From an optimization exercise on the open Yosys and OpenROAD flow, aimed at small area, a short achievable clock period and few clock cycles per item; shortcuts taken in it are not production practice. Only simulation tests tie the RTL to the original design; equivalence was not proved. Power figures rest on the tool's default switching activity, not on a simulated workload.

==> v14 <==
==> flow/design.v <==
package rv_exec_pkg;
    localparam logic [6:0] OPC_OP    = 7'b0110011;
    localparam logic [6:0] OPC_OPIMM = 7'b0010011;
    localparam logic [2:0] F3_ADD  = 3'b000;
    localparam logic [2:0] F3_SLL  = 3'b001;
    localparam logic [2:0] F3_SLT  = 3'b010;
    localparam logic [2:0] F3_SLTU = 3'b011;
    localparam logic [2:0] F3_XOR  = 3'b100;
    localparam logic [2:0] F3_SR   = 3'b101;
    localparam logic [2:0] F3_OR   = 3'b110;
    localparam logic [2:0] F3_AND  = 3'b111;
endpackage
module rv_regfile #(
    parameter int unsigned XLEN  = 32,
    parameter int unsigned NREGS = 32
) (
    input  logic             clk,
    input  logic             reset_n,
    input  logic [NREGS-1:1] rsel1,
    input  logic [NREGS-1:1] rsel2,
    output logic [XLEN-1:0]  rdata1,
    output logic [XLEN-1:0]  rdata2,
    input  logic             vwe,
    input  logic [4:0]       vaddr,
    output logic [NREGS-1:1] vld_nxt,
    input  logic             we,
    input  logic [4:0]       waddr,
    input  logic [XLEN-1:0]  wdata_n     
);
    logic [NREGS-1:1]           vld;
    logic [NREGS-1:1][XLEN-1:0] regs_n;
    for (genvar i = 1; i < int'(NREGS); i++) begin : g_reg
        assign vld_nxt[i] = vld[i] || (vwe && vaddr == 5'(i));
        always_ff @(posedge clk or negedge reset_n) begin
            if (!reset_n) vld[i] <= 1'b0;
            else          vld[i] <= vld_nxt[i];
        end
        always_ff @(posedge clk) begin
            if (we && waddr == 5'(i)) regs_n[i] <= wdata_n;
        end
    end
    always_comb begin
        rdata1 = '0;
        rdata2 = '0;
        for (int i = 1; i < int'(NREGS); i++) begin
            if (rsel1[i]) rdata1 = rdata1 | ~regs_n[i];
            if (rsel2[i]) rdata2 = rdata2 | ~regs_n[i];
        end
    end
endmodule
module rv_exec_core #(
    parameter int unsigned XLEN  = 32,
    parameter int unsigned NREGS = 32,
    parameter int unsigned CNT_W = 32
) (
    input  logic             clk,
    input  logic             reset_n,
    input  logic             instr_valid,
    input  logic [31:0]      instr,
    output logic             instr_ready,
    output logic             result_valid,
    output logic [XLEN-1:0]  result,
    output logic [4:0]       result_rd,
    output logic             illegal,
    output logic [CNT_W-1:0] retired
);
    logic             id_v;
    logic [31:0]      id_ir;
    logic [NREGS-1:1] id_sel1, id_sel2;
    logic             id_fa, id_fb, id_ba, id_bb;
    logic             id_wr;              
    logic             ex_wr;              
    logic [4:0]       ex_rd;
    logic [NREGS-1:1] vld_nxt;            
    assign instr_ready = 1'b1;
    always_ff @(posedge clk or negedge reset_n) begin
        if (!reset_n) begin
            id_v  <= 1'b0;
            id_sel1 <= '0;
            id_sel2 <= '0;
            id_fa <= 1'b0;
            id_fb <= 1'b0;
            id_ba <= 1'b0;
            id_bb <= 1'b0;
        end else begin
            id_v  <= instr_valid;
            id_fa <= id_wr && instr[19:15] == id_ir[11:7];
            id_fb <= id_wr && instr[24:20] == id_ir[11:7] && instr[6:0] != rv_exec_pkg::OPC_OPIMM;
            id_ba <= ex_wr && instr[19:15] == ex_rd;
            id_bb <= ex_wr && instr[24:20] == ex_rd;
            for (int i = 1; i < int'(NREGS); i++) begin
                id_sel1[i] <= vld_nxt[i] && instr[19:15] == 5'(i);
                id_sel2[i] <= vld_nxt[i] && instr[24:20] == 5'(i);
            end
        end
    end
    always_ff @(posedge clk) id_ir <= instr;
    logic [6:0] opc, f7;
    logic [2:0] f3;
    logic [4:0] rd;
    logic       is_op, is_imm, ill;
    logic [XLEN-1:0] rf_r1, rf_r2, rs1_val, rs2_val, imm_ext;
    assign opc = id_ir[6:0];
    assign rd  = id_ir[11:7];
    assign f3  = id_ir[14:12];
    assign f7  = id_ir[31:25];
    assign imm_ext = {{(XLEN-12){id_ir[31]}}, id_ir[31:20]};
    assign is_op  = (opc == rv_exec_pkg::OPC_OP);
    assign is_imm = (opc == rv_exec_pkg::OPC_OPIMM);
    always_comb begin
        ill = 1'b1;
        if (is_op) begin
            ill = !(f7 == 7'h00 ||
                    (f7 == 7'h20 && (f3 == rv_exec_pkg::F3_ADD || f3 == rv_exec_pkg::F3_SR)));
        end else if (is_imm) begin
            if (f3 == rv_exec_pkg::F3_SLL)     ill = (f7 != 7'h00);
            else if (f3 == rv_exec_pkg::F3_SR) ill = !(f7 == 7'h00 || f7 == 7'h20);
            else                               ill = 1'b0;
        end
    end
    assign id_wr = id_v && !ill && rd != 5'd0;
    logic [4:0]      wb_rd;              
    logic [XLEN-1:0] wb_res, wb_res_n;   
    assign wb_res = ~wb_res_n;
    logic            wb_we;
    assign wb_we = wb_rd != 5'd0;
    rv_regfile #(.XLEN(XLEN), .NREGS(NREGS)) u_regfile (
        .clk     (clk),
        .reset_n (reset_n),
        .rsel1   (id_sel1),
        .rsel2   (id_sel2),
        .rdata1  (rf_r1),
        .rdata2  (rf_r2),
        .vwe     (ex_wr),
        .vaddr   (ex_rd),
        .vld_nxt (vld_nxt),
        .we      (wb_we),
        .waddr   (wb_rd),
        .wdata_n (wb_res_n)
    );
    assign rs1_val = id_ba ? wb_res : rf_r1;
    assign rs2_val = id_bb ? wb_res : rf_r2;
    logic            ex_v, ex_ill;
    logic [XLEN-1:0] ex_a;
    logic [XLEN-1:0] ex_b;               
    logic [4:0]      ex_sh;              
    logic            ex_sub;             
    logic            ex_sra;
    logic            s_add, s_sll, s_slt, s_sltu, s_xor, s_sr, s_or, s_and;
    logic            sub_d, shift_d, fwd_a, fwd_b;
    logic [XLEN-1:0] b_reg;
    assign ex_wr   = ex_v && !ex_ill && ex_rd != 5'd0;
    assign sub_d   = (is_op && f3 == rv_exec_pkg::F3_ADD && id_ir[30]) ||
                     f3 == rv_exec_pkg::F3_SLT || f3 == rv_exec_pkg::F3_SLTU;
    assign shift_d = f3 == rv_exec_pkg::F3_SLL || f3 == rv_exec_pkg::F3_SR;
    assign fwd_a   = id_fa;
    assign fwd_b   = id_fb;
    assign b_reg   = is_imm ? imm_ext : rs2_val;
    logic [XLEN-1:0] a, b, p, g, sll_r, sr_r, other;
    logic [XLEN-1:0] cy;                 
    logic [XLEN-1:0] alu0, alu1, alu;
    logic [XLEN-1:0] pg_g [6];
    logic [XLEN-1:0] pg_p [6];
    logic [4:0]      sh;
    logic            sum0;
    assign a  = ex_a;
    assign b  = ex_b;
    assign sh = ex_sh;
    assign p  = a ^ b;
    assign g  = a & b;
    always_comb begin
        pg_g[0] = g;
        pg_p[0] = p;
        pg_g[0][0] = g[0] | (p[0] & ex_sub);
        for (int l = 1; l < 6; l++) begin
            for (int i = 0; i < int'(XLEN); i++) begin
                if (i >= (1 << (l - 1))) begin
                    pg_g[l][i] = pg_g[l-1][i] | (pg_p[l-1][i] & pg_g[l-1][i - (1 << (l - 1))]);
                    pg_p[l][i] = pg_p[l-1][i] & pg_p[l-1][i - (1 << (l - 1))];
                end else begin
                    pg_g[l][i] = pg_g[l-1][i];
                    pg_p[l][i] = pg_p[l-1][i];
                end
            end
        end
    end
    assign cy    = {pg_g[5][XLEN-2:0], pg_g[5][XLEN-2]};
    assign sll_r = a << sh;
    assign sr_r  = XLEN'($signed({ex_sra & a[XLEN-1], a}) >>> sh);
    assign sum0  = p[0] ^ ex_sub;
    assign other   = ({XLEN{s_sll}} & sll_r) | ({XLEN{s_sr}} & sr_r)
                   | ({XLEN{s_xor}} & (a ^ b)) | ({XLEN{s_or}} & (a | b))
                   | ({XLEN{s_and}} & (a & b));
    always_comb begin
        alu0 = ({XLEN{s_add}} & p) | other;
        alu1 = ({XLEN{s_add}} & ~p) | other;
        alu0[0] = (s_add & sum0) | other[0] | (s_slt & (p[XLEN-1] | a[XLEN-1]))
                | (s_sltu & !g[XLEN-1]);
        alu1[0] = (s_add & sum0) | other[0] | (s_slt & !p[XLEN-1] & a[XLEN-1])
                | (s_sltu & !g[XLEN-1] & !p[XLEN-1]);
    end
    assign alu   = (cy & alu1)   | (~cy & alu0);
    logic [XLEN-1:0] na0, na1, nb0, nb1;
    logic [4:0]      ns0, ns1;
    assign na0 = fwd_a ? alu0 : rs1_val;
    assign na1 = fwd_a ? alu1 : rs1_val;
    assign nb0 = (fwd_b ? alu0 : b_reg) ^ {XLEN{sub_d}};
    assign nb1 = (fwd_b ? alu1 : b_reg) ^ {XLEN{sub_d}};
    assign ns0 = shift_d ? (fwd_b ? alu0[4:0] : b_reg[4:0]) : 5'd0;
    assign ns1 = shift_d ? (fwd_b ? alu1[4:0] : b_reg[4:0]) : 5'd0;
    always_ff @(posedge clk or negedge reset_n) begin
        if (!reset_n) ex_v <= 1'b0;
        else          ex_v <= id_v;
    end
    always_ff @(posedge clk) begin
        ex_ill <= ill;
        ex_rd  <= rd;
        ex_a   <= (cy & na1) | (~cy & na0);
        ex_b   <= (cy & nb1) | (~cy & nb0);
        ex_sh  <= (cy[4:0] & ns1) | (~cy[4:0] & ns0);
        ex_sub <= sub_d;
        ex_sra <= id_ir[30];
        s_add  <= !ill && f3 == rv_exec_pkg::F3_ADD;
        s_sll  <= !ill && f3 == rv_exec_pkg::F3_SLL;
        s_slt  <= !ill && f3 == rv_exec_pkg::F3_SLT;
        s_sltu <= !ill && f3 == rv_exec_pkg::F3_SLTU;
        s_xor  <= !ill && f3 == rv_exec_pkg::F3_XOR;
        s_sr   <= !ill && f3 == rv_exec_pkg::F3_SR;
        s_or   <= !ill && f3 == rv_exec_pkg::F3_OR;
        s_and  <= !ill && f3 == rv_exec_pkg::F3_AND;
    end
    logic wb_inc;
    always_ff @(posedge clk or negedge reset_n) begin
        if (!reset_n) begin
            result_valid <= 1'b0;
            illegal      <= 1'b0;
            wb_inc       <= 1'b0;
            wb_rd        <= '0;
        end else begin
            result_valid <= ex_v;
            illegal      <= ex_v && ex_ill;
            wb_inc       <= ex_v && !ex_ill;
            wb_rd        <= ex_wr ? ex_rd : 5'd0;
        end
    end
    always_ff @(posedge clk) begin
        result    <= alu;
        wb_res_n  <= ~alu;
        result_rd <= ex_rd;
    end
    always_ff @(posedge clk or negedge reset_n) begin
        if (!reset_n)    retired <= '0;
        else if (wb_inc) retired <= retired + CNT_W'(1);
    end
endmodule
==> flow/run.sh <==
#!/bin/bash
# synth_recipe.tcl (not shown) runs the flow's synth.tcl, then flattens the netlist and writes it again
# the make line also repeats each setting of config.mk as NAME=value (left out here)
make -C /OpenROAD-flow-scripts/flow DESIGN_CONFIG=/design/flow/config.mk WORK_HOME=/design/flow/orfs CLKGATE_MAP_FILE= SYNTH_SCRIPT=/design/flow/synth_recipe.tcl finish
==> flow/config.mk <==
export PLATFORM = sky130hd
export DESIGN_NAME = rv_exec_core
export DESIGN_NICKNAME = rv_exec_core
export VERILOG_FILES = /design/flow/design.v
export SDC_FILE = /design/flow/constraint.sdc
export NUM_CORES = 4
export LEC_CHECK = 0
export ABC_AREA = 1
export CAP_MARGIN = 20
export CORE_MARGIN = 2
export CORE_UTILIZATION = 40
export CTS_CLUSTER_DIAMETER = 75
export CTS_CLUSTER_SIZE = 25
export PLACE_DENSITY = 0.55
export SETUP_SLACK_MARGIN = 4.3
export SLEW_MARGIN = 20
export TNS_END_PERCENT = 5
==> flow/constraint.sdc <==
create_clock -name core_clock -period 7.0 [get_ports {clk}]
set_input_delay 1.4000 -clock core_clock [delete_from_list [all_inputs] [get_ports {clk}]]
set_output_delay 1.4000 -clock core_clock [all_outputs]
set_load 0.01 [all_outputs]
==> inputs of v13, as changes to v14 <==
--- a/flow/design.v
+++ b/flow/design.v
@@ -25,10 +25,10 @@
     output logic [NREGS-1:1] vld_nxt,
     input  logic             we,
     input  logic [4:0]       waddr,
-    input  logic [XLEN-1:0]  wdata_n     
+    input  logic [XLEN-1:0]  wdata
 );
     logic [NREGS-1:1]           vld;
-    logic [NREGS-1:1][XLEN-1:0] regs_n;
+    logic [NREGS-1:1][XLEN-1:0] regs;
     for (genvar i = 1; i < int'(NREGS); i++) begin : g_reg
         assign vld_nxt[i] = vld[i] || (vwe && vaddr == 5'(i));
         always_ff @(posedge clk or negedge reset_n) begin
@@ -36,15 +36,15 @@
             else          vld[i] <= vld_nxt[i];
         end
         always_ff @(posedge clk) begin
-            if (we && waddr == 5'(i)) regs_n[i] <= wdata_n;
+            if (we && waddr == 5'(i)) regs[i] <= wdata;
         end
     end
     always_comb begin
         rdata1 = '0;
         rdata2 = '0;
         for (int i = 1; i < int'(NREGS); i++) begin
-            if (rsel1[i]) rdata1 = rdata1 | ~regs_n[i];
-            if (rsel2[i]) rdata2 = rdata2 | ~regs_n[i];
+            if (rsel1[i]) rdata1 = rdata1 | regs[i];
+            if (rsel2[i]) rdata2 = rdata2 | regs[i];
         end
     end
 endmodule
@@ -136,7 +136,7 @@
         .vld_nxt (vld_nxt),
         .we      (wb_we),
         .waddr   (wb_rd),
-        .wdata_n (wb_res_n)
+        .wdata   (wb_res)
     );
     assign rs1_val = id_ba ? wb_res : rf_r1;
     assign rs2_val = id_bb ? wb_res : rf_r2;
- ABC_AREA: 1 -> unset
- CORE_UTILIZATION: 40 -> 30
- CTS_CLUSTER_DIAMETER: 75 -> 60
- CTS_CLUSTER_SIZE: 25 -> 20
- PLACE_DENSITY: 0.55 -> 0.5
- TNS_END_PERCENT: 5 -> 30
==> summary of the runs <==
- In v14 the worst hold slack is lower than in v13, by 0.011 ns.
- Of v14 and v13, v14 has the higher worst setup slack (gap 0.11 ns).
- Against v14, the final area of v13 is higher by about 6%.
- In area after synthesis, v13 and v14 hardly differ.
- Of v13 and v14, v14 has the higher fmax (gap 3.7%, measured against v14).
- Against v14, the clock-buffer cell count of v13 is higher by 28.
- Of v14 and v13, v13 has the higher clock power (gap about 20%, measured against v13).
Testbench counts of v14, summed over its fixed seeds: cycles 12,024, items 12,000.
Testbench counts of v13, summed over its fixed seeds: cycles 12,024, items 12,000.

[re-timing with driven ports]
No port has a modelled driver above. Below, the same layouts with a new extraction and two added sets of constraints.
Step 1, drivers: a clkbuf_16 drives clk and a buf_2 each remaining input, both assumed.
Step 2 also shifts input and output timing later by t, the mid clock arrival at the registers, as if the neighbouring blocks saw the same clock.
Three values: no drivers, after step 1, after step 2; two values: the first two.
| run | shift t [ns] | setup slack, ns | clock arrival spread, ns | worst register clock-pin slew, ns |
|---|---|---|---|---|
| v14 | 0.832 | 4.098 / 4.098 / 3.488 | 0.054 / 0.053 | 0.11 / 0.11 |
| v13 | 0.853 | 3.987 / 3.987 / 3.437 | 0.097 / 0.097 | 0.10 / 0.10 |
After both steps every run listed still meets setup and hold. For v14, which loses most, drivers alone change the setup slack by 0.000 ns; drivers and shift together by -0.610 ns.
